This design comes from an exercise in tuning for small area, a short achievable clock period and few clock cycles on the open sky130 flow, not from production work.
Only simulation tests tie the RTL to the original design; equivalence was not proved.

## flow/design.v (module list and top-level ports; edited modules follow where they fit)
// module mac_fa: 4 lines
// module mac_ha: 4 lines
// module approx_mac_top: 1792 lines
module approx_mac_top (
    input  wire                         clk,
    input  wire                         arst_n,
    input  wire [33:0]                  cmd,     
    input  wire                         cmd_valid,
    output logic                        cmd_ready,
    output logic [151:0]                result,  
    output logic                        result_valid,
    input  wire                         result_ready
);
  // ...
==> flow/run.sh <==
#!/bin/bash
# synth_recipe.tcl (not shown) runs the flow's synth.tcl, then flattens the netlist and writes it again
# the make line also repeats each setting of config.mk as NAME=value (left out here)
make -C /OpenROAD-flow-scripts/flow DESIGN_CONFIG=/design/flow/config.mk WORK_HOME=/design/flow/orfs CLKGATE_MAP_FILE= SYNTH_SCRIPT=/design/flow/synth_recipe.tcl finish
==> flow/config.mk <==
export PLATFORM = sky130hd
export DESIGN_NAME = approx_mac_top
export DESIGN_NICKNAME = approx_mac_top
export VERILOG_FILES = /design/flow/design.v
export SDC_FILE = /design/flow/constraint.sdc
export NUM_CORES = 4
export LEC_CHECK = 0
export CAP_MARGIN = 20
export CORE_MARGIN = 2
export CORE_UTILIZATION = 40
export SETUP_SLACK_MARGIN = 5
export SLEW_MARGIN = 20
export SYNTH_HIERARCHICAL = 1
==> flow/constraint.sdc <==
create_clock -name core_clock -period 9.0 [get_ports {clk}]
set_input_delay 1.8000 -clock core_clock [delete_from_list [all_inputs] [get_ports {clk}]]
set_output_delay 1.8000 -clock core_clock [all_outputs]
set_load 0.01 [all_outputs]
==> impl_metrics.json, run 1 <==
{
  "status": "complete, no violations",
  "post-cts-setup-buffers": 96,
  "setup_viol_count_final": 0,
  "tap_cells": 756,
  "post-place-ws_ps": 3220,
  "vias_per_cell": 5.41,
  "critPathBufInv": 5,
  "nNetsFinal": 2911,
  "cp-start-kind": "flip-flop",
  "initial_core_util_pct": 40.3,
  "h-tree-depth": 2,
  "cp_cell_sequence": "ha_4 > clkinvlp_4 > o31a_1 > o21ai_4 > o211ai_4 > o21ai_4 > buf_6 > inv_8 > a21oi_4 > xor2_2 > inv_2 > ha_4 > nand4_1 > or4_4 > nor3_4 > o21a_1 > a211o_1 > a31oi_4 > buf_12 > or2_4 > o2bb2ai_2",
  "place.gp.congestion": 0.856,
  "die_area_sq_mm": 0.0584,
  "drcViolationCount": 0,
  "end_kind": "flip-flop",
  "seq_share_pct": 23.2,
  "cp_max_fo": 8,
  "hold_path_end": "max_q[13]",
  "final_area_sq_mm": 0.0288,
  "yosysMostFrequentCell": "fa_1",
  "skew_ps": 13.4,
  "nNonClkInverters": 99,
  "fmaxAchievable_mhz": 233,
  "seqCellArea_sq_mm": 0.00670,
  "reg2reg_slack_ps": 4700,
  "fin_util_pct": 51.4,
  "port_buffers": 179,
  "multi_input_area_share_pct": 57.5,
  "layout_setup_ws_ps": 4700,
  "design.seq.count": 280,
  "worst_ep_arrival_time_ps": 4760,
  "synth.area.mux_share_pct": 0.582,
  "reg2reg_from": "er_q[18]",
  "max_stage_delay_ps": 570,
  "ys_ff_latch": 280,
  "cp.depth": 21,
  "netlist_area_sq_mm": 0.0226
}
Testbench counts, summed over its fixed seeds: cycles 8,399.
==> run 2: changes to the inputs <==
--- a/flow/config.mk
+++ b/flow/config.mk
@@ -7,2 +7,3 @@
 export LEC_CHECK = 0
+export ABC_CLOCK_PERIOD_IN_PS = 4000
 export CAP_MARGIN = 20
==> run 2 against run 1 <==
Effect of this change:
- worst setup slack stayed put
- first-iteration DRC count stayed put
- still clean
- synthesized cell count stayed put
==> impl_metrics.json, run 2 <==
{
  "status": "complete, no violations",
  "post-route-period-util_pct": 47.7,
  "insertion_delay_ps": 550,
  "yosys-top-cells-area": "fa_1 24%, dfrtp_1 16%, dfxtp_1 8.9%, ha_1 8.5%, and2_1 4.8%",
  "clockBufferDepth": 3,
  "die_y_um": 242,
  "synth_common_cells": "266 x fa_1, 212 x nand2_1, 172 x and2_1",
  "hold-worst-slack_ps": 512,
  "cp_cell_sequence": "ha_4 > clkinvlp_4 > o31a_1 > o21ai_4 > o211ai_4 > o21ai_4 > buf_6 > inv_8 > a21oi_4 > xor2_2 > inv_2 > ha_4 > nand4_1 > or4_4 > nor3_4 > o21a_1 > a211o_1 > a31oi_4 > buf_12 > or2_4 > o2bb2ai_2",
  "synth_edf_count": 34,
  "antenna_found_initial": 1,
  "cts_tree": "yes",
  "first_pass_iters": 6,
  "port_buffers": 179,
  "fin_setup_tns_ps": 0,
  "place_hpwl_mm": 44.5,
  "worstSetupPathType": "reg2reg",
  "wl_met1_mm": 26.8,
  "grt_pass1_wl_mm": 101,
  "yosys_warnings": 7,
  "wl_met2_mm": 31.5,
  "ctsHoldBuffers": 0,
  "h-tree-depth": 2,
  "layout_setup_ws_ps": 4700,
  "cp-start-kind": "flip-flop",
  "stdcell_count": 3238,
  "place_inst": 3048,
  "wirelength_mm": 63.7,
  "dr.max_layer_used": "met4",
  "place.gp.congestion": 0.856,
  "fmaxAchievable_mhz": 233,
  "initial_core_util_pct": 40.3,
  "final-hold-violation-count": 0,
  "ys_ff_latch": 280,
  "final_cell_mix": "262 x fa_1, 195 x nand2_1, 178 x clkdlybuf4s50_1",
  "worst_hold_path_type": "reg2reg",
  "ys.flop_type": "dfrtp_1",
  "netlist_area_sq_mm": 0.0226,
  "nNetsFinal": 2911,
  "yosysMostFrequentCell": "fa_1",
  "rsz0062_at_grt": "true",
  "cap_violations": 0,
  "largest_register_ffs": 62,
  "rows": 87,
  "ios": 192,
  "die_area_sq_mm": 0.0584,
  "cp_data_required_time_ps": 9470,
  "fin_util_pct": 51.4,
  "first_global_vias": 18200,
  "setup_viol_count_final": 0,
  "end_kind": "flip-flop",
  "cp_slowest_cell": "or4_4",
  "seqCellArea_sq_mm": 0.00670,
  "wl_met3_mm": 3.68,
  "layout_min_cycle_time_ps": 4300,
  "synthCells": 2192,
  "vias": 17500,
  "multiInputGateArea_sq_mm": 0.0166,
  "cts-buffers-inserted": 35,
  "ys_async_sr_fraction_pct": 52.1,
  "vias_per_cell": 5.41,
  "layout_commonest_cell": "fa_1",
  "skew_ps": 13.4,
  "worst_slew_pin_slew_ps": 998,
  "grt_max_degree": 76,
  "slew_viol_final": 0,
  "syn_to_final_growth_pct": 27.6,
  "regMostFlops": "pr_q",
  "top_regs": "pr_q (62), err_sum (48), acc (40)",
  "cp_max_fo": 8,
  "synth_cell_types": 84,
  "drive_above_1_share_pct": 16.9,
  "die_x_um": 242,
  "synthDominantCellAreaShare_pct": 23.6,
  "first_iter_violations": 875,
  "drcViolationCount": 0,
  "ant_nets": 0,
  "cts.sinks": 280,
  "seq_area_frac_synth_pct": 29.6,
  "avgSynthCellArea_sq_um": 10.3,
  "fill_cells": 4988,
  "synth.largest_area_cell": "fa_1",
  "worst_ep_arrival_time_ps": 4760,
  "grt_overflow": 0,
  "post-place-ws_ps": 3220,
  "max_stage_delay_ps": 570,
  "cts-root-buf": "clkbuf_16",
  "relSlewSlack_pct": 33.3,
  "wire_per_inst_um": 19.7,
  "path_clk_slew_ps": 60,
  "fp.coreArea_sq_mm": 0.0561,
  "grt_usage_pct": 21.9
}
run 2: cell counts in the layout (fill, tap and decap cells not counted):
No cell type changed its count.
run 2: repair_timing:
item | in CTS | in global routing
cloned | 4 | 1
endpoints found under the setup margin | 91 | 71
pin swaps | 86 | 52
gates resized for setup | 154 | 93
setup buffers | 96 | 24
run 2: final timing paths:
kind / start / to / slack [ps] / cells after the start
worst min-delay path: max_q[13] / max_q[13] / 510 / 2
worst min register to register: max_q[13] / max_q[13] / 510 / 2
worst max-delay path: er_q[18] / max_q[7] / 4700 / 21
max in group asynchronous: arst_n / b_clr / 6480 / 2
worst max register to register: er_q[18] / max_q[7] / 4700 / 21
min in group asynchronous: arst_n / approx_cnt[19] / 1260 / 1
run 2: metal layers:
| layer | GRT usage, % | vias up |
|---|---|---|
| met4 | 6.94 | 0 |
| met1 | 28.6 | 8928 |
| met3 | 3.43 | 100 |
| met2 | 37.2 | 509 |
| li1 | - | 7983 |
| met5 | 0 | - |
run 2: cell type report:
class	instances	area share [%]
timing repair buffer	325	10.7
tap	756	3.28
antenna	1	0.00869
inverter	99	1.33
clock buffer	46	3.44
sequential	280	23.2
multi-input combinational	1713	57.5
clock inverter	18	0.565
run 2: per-stage QoR:
stage / area, sq um
final: 28800
after CTS: 28200
after global routing: 28800
after global placement: 25300
after detailed placement: 25300
after floorplan: 23000
run 2: modules after synthesis, one instance, submodules excluded:
module | flops+latches | cells
approx_mac_top | 280 | 1896
mac_fa | 0 | 1
mac_ha | 0 | 1
run 2: critical path: cells and delay by family, from the launching register on:
family	cells	cell delay (ps)
AOI/OAI and AO/OA	9	1400
and+or+nand+nor	4	1140
adders and majority gates	2	610
buffers and inverters	5	560
DFF	1	320
xor gates and xnor gates	1	180
run 2: logic make-up after synthesis:
family,count (synthesis),share of synthesized area [%]
AND/OR/NAND/NOR,744,16.7
adder cells (fa/ha/maj),419,32.1
AO/OA/AOI/OAI,377,11.4
flip-flops,280,29.6
buffers and inverters,213,3.93
XOR/XNOR,145,5.68
multiplexers,13,0.582
other,1,0.0166
==> run 3: changes to the inputs <==
==> flow/flow/run.sh (new file) <==
#!/bin/bash
# The standard layout (the standard.sh, all ORFS steps unchanged), except that the
# port buffers buffer_ports inserts are sky130_fd_sc_hd__buf_2 cells instead of the
# delay buffers it picks by default. Every input and output port still gets a buffer.
set -euo pipefail
export BUFFER_PORTS_ARGS="-buffer_cell sky130_fd_sc_hd__buf_2"
bash standard.sh > standard_flow.log 2>&1
==> flow/standard.sh (new file) <==
#!/bin/bash
# synth_recipe.tcl (not shown) runs the flow's synth.tcl, then flattens the netlist and writes it again
# the make line also repeats each setting of config.mk as NAME=value (left out here)
make -C /OpenROAD-flow-scripts/flow DESIGN_CONFIG=/design/flow/config.mk WORK_HOME=/design/flow/orfs CLKGATE_MAP_FILE= SYNTH_SCRIPT=/design/flow/synth_recipe.tcl "${@:-finish}"
--- a/flow/config.mk
+++ b/flow/config.mk
@@ -7,3 +7,2 @@
 export LEC_CHECK = 0
-export ABC_CLOCK_PERIOD_IN_PS = 4000
 export CAP_MARGIN = 20
removed: flow/run.sh
==> run 3 against run 2 <==
Effect of this change:
- synthesized cell count unchanged
- via count down 0.61%
- global-route usage down 0.51 points
- wire length down 2.0%
- sequential cell count unchanged
- clock-buffer cell count up 10
- non-clock buffer count up 31
- die area unchanged
- hold slack about the same
- worst setup slack better by 6.9 ps
==> impl_metrics.json, run 3 <==
{
  "status": "complete, no violations",
  "yosys_warnings": 7,
  "worstReg2RegEnd": "max_q[19]",
  "worst_slew_pin_slew_ps": 943,
  "final_cell_mix": "264 x fa_1, 197 x nand2_1, 178 x buf_2",
  "worstSetupPathType": "reg2reg",
  "worstSetupStartpoint": "er_q[0]",
  "hold_path_end": "max_q[16]",
  "top_regs": "pr_q (62), err_sum (48), acc (40)",
  "place.gp.congestion": 0.903,
  "vias_per_cell": 5.32,
  "die_area_sq_mm": 0.0584,
  "cp_max_fo": 7,
  "clockBufferDepth": 3,
  "cts-root-buf": "clkbuf_16",
  "first_pass_iters": 5,
  "regMostFlops": "pr_q",
  "grt_pass1_wl_mm": 99.4,
  "reg2reg_from": "er_q[0]",
  "largest_register_ffs": 62,
  "worst_hold_path_type": "reg2reg",
  "reg2reg_depth": 21,
  "post-route-period-util_pct": 47.7,
  "ys.flop_type": "dfrtp_1",
  "nNetsFinal": 2942,
  "vias": 17400,
  "grt_usage_pct": 21.3,
  "synth_cell_types": 84,
  "skew_ps": 17.1,
  "cp_data_required_time_ps": 9420,
  "cts.sinks": 280,
  "end_kind": "flip-flop",
  "insertion_delay_ps": 550,
  "fp.coreArea_sq_mm": 0.0561,
  "grt_overflow": 0,
  "first_global_vias": 18000,
  "synthDominantCellAreaShare_pct": 23.6,
  "min_from": "max_q[16]",
  "rows": 87,
  "cap_violations": 0,
  "h-tree-depth": 2,
  "fmaxAchievable_mhz": 233,
  "synth_common_cells": "266 x fa_1, 212 x nand2_1, 172 x and2_1",
  "place_hpwl_mm": 43.7,
  "first_iter_violations": 909,
  "wire_per_inst_um": 19.1,
  "layout_min_cycle_time_ps": 4290,
  "avgSynthCellArea_sq_um": 10.3,
  "cts-buffers-inserted": 36,
  "yosys-top-cells-area": "fa_1 24%, dfrtp_1 16%, dfxtp_1 8.9%, ha_1 8.5%, and2_1 4.8%",
  "rsz0062_at_grt": "true",
  "cp-start-kind": "flip-flop",
  "wirelength_mm": 62.4,
  "ant_nets": 0,
  "ctsHoldBuffers": 0,
  "netlist_area_sq_mm": 0.0226,
  "final-hold-violation-count": 0,
  "fin_setup_tns_ps": 0,
  "drive_above_1_share_pct": 25.5,
  "synth_edf_count": 34,
  "seq_area_frac_synth_pct": 29.6,
  "path_clk_slew_ps": 50,
  "grt_max_degree": 80,
  "ys_ff_latch": 280,
  "antenna_found_initial": 1,
  "hold-worst-slack_ps": 512,
  "syn_to_final_growth_pct": 25.0,
  "worst_ep_arrival_time_ps": 4710,
  "synth.largest_area_cell": "fa_1",
  "relSlewSlack_pct": 37.2,
  "die_x_um": 242,
  "reg2reg_slack_ps": 4710,
  "initial_core_util_pct": 40.3,
  "slew_viol_final": 0,
  "synthCells": 2192,
  "die_y_um": 242,
  "fill_cells": 5030,
  "port_buffers": 179,
  "ios": 192,
  "drcViolationCount": 0,
  "yosysMostFrequentCell": "fa_1",
  "fin_util_pct": 50.4,
  "cts_tree": "yes",
  "setup_viol_count_final": 0,
  "ys_async_sr_fraction_pct": 52.1,
  "min_path_cells": 2,
  "layout_commonest_cell": "fa_1"
}
==> run 3: routing by layer <==
layer / track usage (%) / up-vias / part of all wire [%]
li1: - / 8028 / -
met1: 28.4 / 8817 / 43
met2: 35.4 / 465 / 49
met3: 3.60 / 102 / 5.6
met4: 7.16 / 2 / 2.9
met5: 0 / - / 0.021
==> run 3: repair_timing <==
action	CTS	global route
buffers inserted	115	39
gates cloned	3	1
pin swaps	104	71
endpoints found under the setup margin	90	70
gates resized for setup	177	81
==> run 3: area by class of cell <==
cell class / instances / area, sq um / area share [%]
Clock inverter: 10 / 85.1 / 0.301
Inverter: 99 / 382 / 1.35
Tap cell: 756 / 946 / 3.35
Clock buffer: 56 / 1120 / 3.96
Antenna cell: 2 / 5.00 / 0.0177
Multi-Input combinational cell: 1712 / 16500 / 58.6
Timing Repair Buffer: 356 / 2460 / 8.72
Sequential cell: 280 / 6700 / 23.7
==> run 3: worst max-delay path by stage <==
stage | cells after the start | slack [ps] | end
finish | 21 | 4710 | max_q[19]
detailed placement | 20 | 3000 | max_q[19]
global route | 21 | 4530 | err_sum[27]
CTS | 19 | 4710 | max_q[19]
floorplan | 23 | 4760 | max_q[5]
global placement | 20 | 3230 | max_q[3]
==> run 3: kinds of logic after synthesis <==
logic type                 after synthesis  synth area share (%)
muxes                                   13                 0.582
adders and majority gates              419                  32.1
AOI/OAI and AO/OA                      377                  11.4
and+or+nand+nor                        744                  16.7
other                                    1                0.0166
DFF                                    280                  29.6
buffers and inverters                  213                  3.93
xor gates and xnor gates               145                  5.68
==> run 3: per-stage QoR <==
step / setup slack (ps) / instance area [sq um] / instances
after floorplan: 4760 / 23000 / 2203
after global placement: 3230 / 24400 / 3045
after detailed placement: 3000 / 24400 / 3045
after CTS: 4710 / 27500 / 3229
after global routing: 4530 / 28200 / 3269
final: 4710 / 28200 / 3271
==> run 3: worst max-delay path, stage by stage, from the launching register on <==
cell and delay (ps):
dfxtp_4 340, inv_2 40, fa_2 380, nand2b_4 170, a21oi_4 140, o211a_4 200, o211ai_4 100, o21ai_4 220
buf_6 150, buf_12 160, xnor3_2 360, ha_4 270, a21oi_1 160, o21ai_1 110, o2bb2ai_2 140, a21o_1 160
a21o_1 150, a211o_1 280, a31oi_4 220, buf_8 160, or2_4 180, o21ai_2 70
==> run 3: Yosys stat by module (local to each module, per instance) <==
module / copies in the design / flops+latches / cells inside / area (sq um)
approx_mac_top: 1 / 280 / 1896 / 16900
mac_fa: 264 / 0 / 1 / 20.0
mac_ha: 32 / 0 / 1 / 12.5

## port drivers added, routing unchanged
Ports are ideal in the flow. The routed layouts listed here were re-timed in OpenROAD.
Step 1, drivers: a clkbuf_16 drives clk and a buf_2 each remaining input, both assumed.
Step 2 also shifts input and output timing later by t, the mid clock arrival at the registers, as if the neighbouring blocks saw the same clock.
Slacks: ideal / step 1 / step 2; pairs: ideal / step 1.
| run | t (ns) | setup slack, ns | worst setup path at the end | worst data-port slew with drivers (ns) | cell pins on the clock port's net |
|---|---|---|---|---|---|
| run 1 | 0.604 | 4.703 / 4.703 / 4.703 | register to register | 0.09 | 1 |
| run 2 | 0.604 | 4.703 / 4.703 / 4.703 | register to register | 0.09 | 1 |
| run 3 | 0.601 | 4.710 / 4.710 / 4.710 | register to register | 0.10 | 1 |
After both steps setup and hold are still met in every run listed.
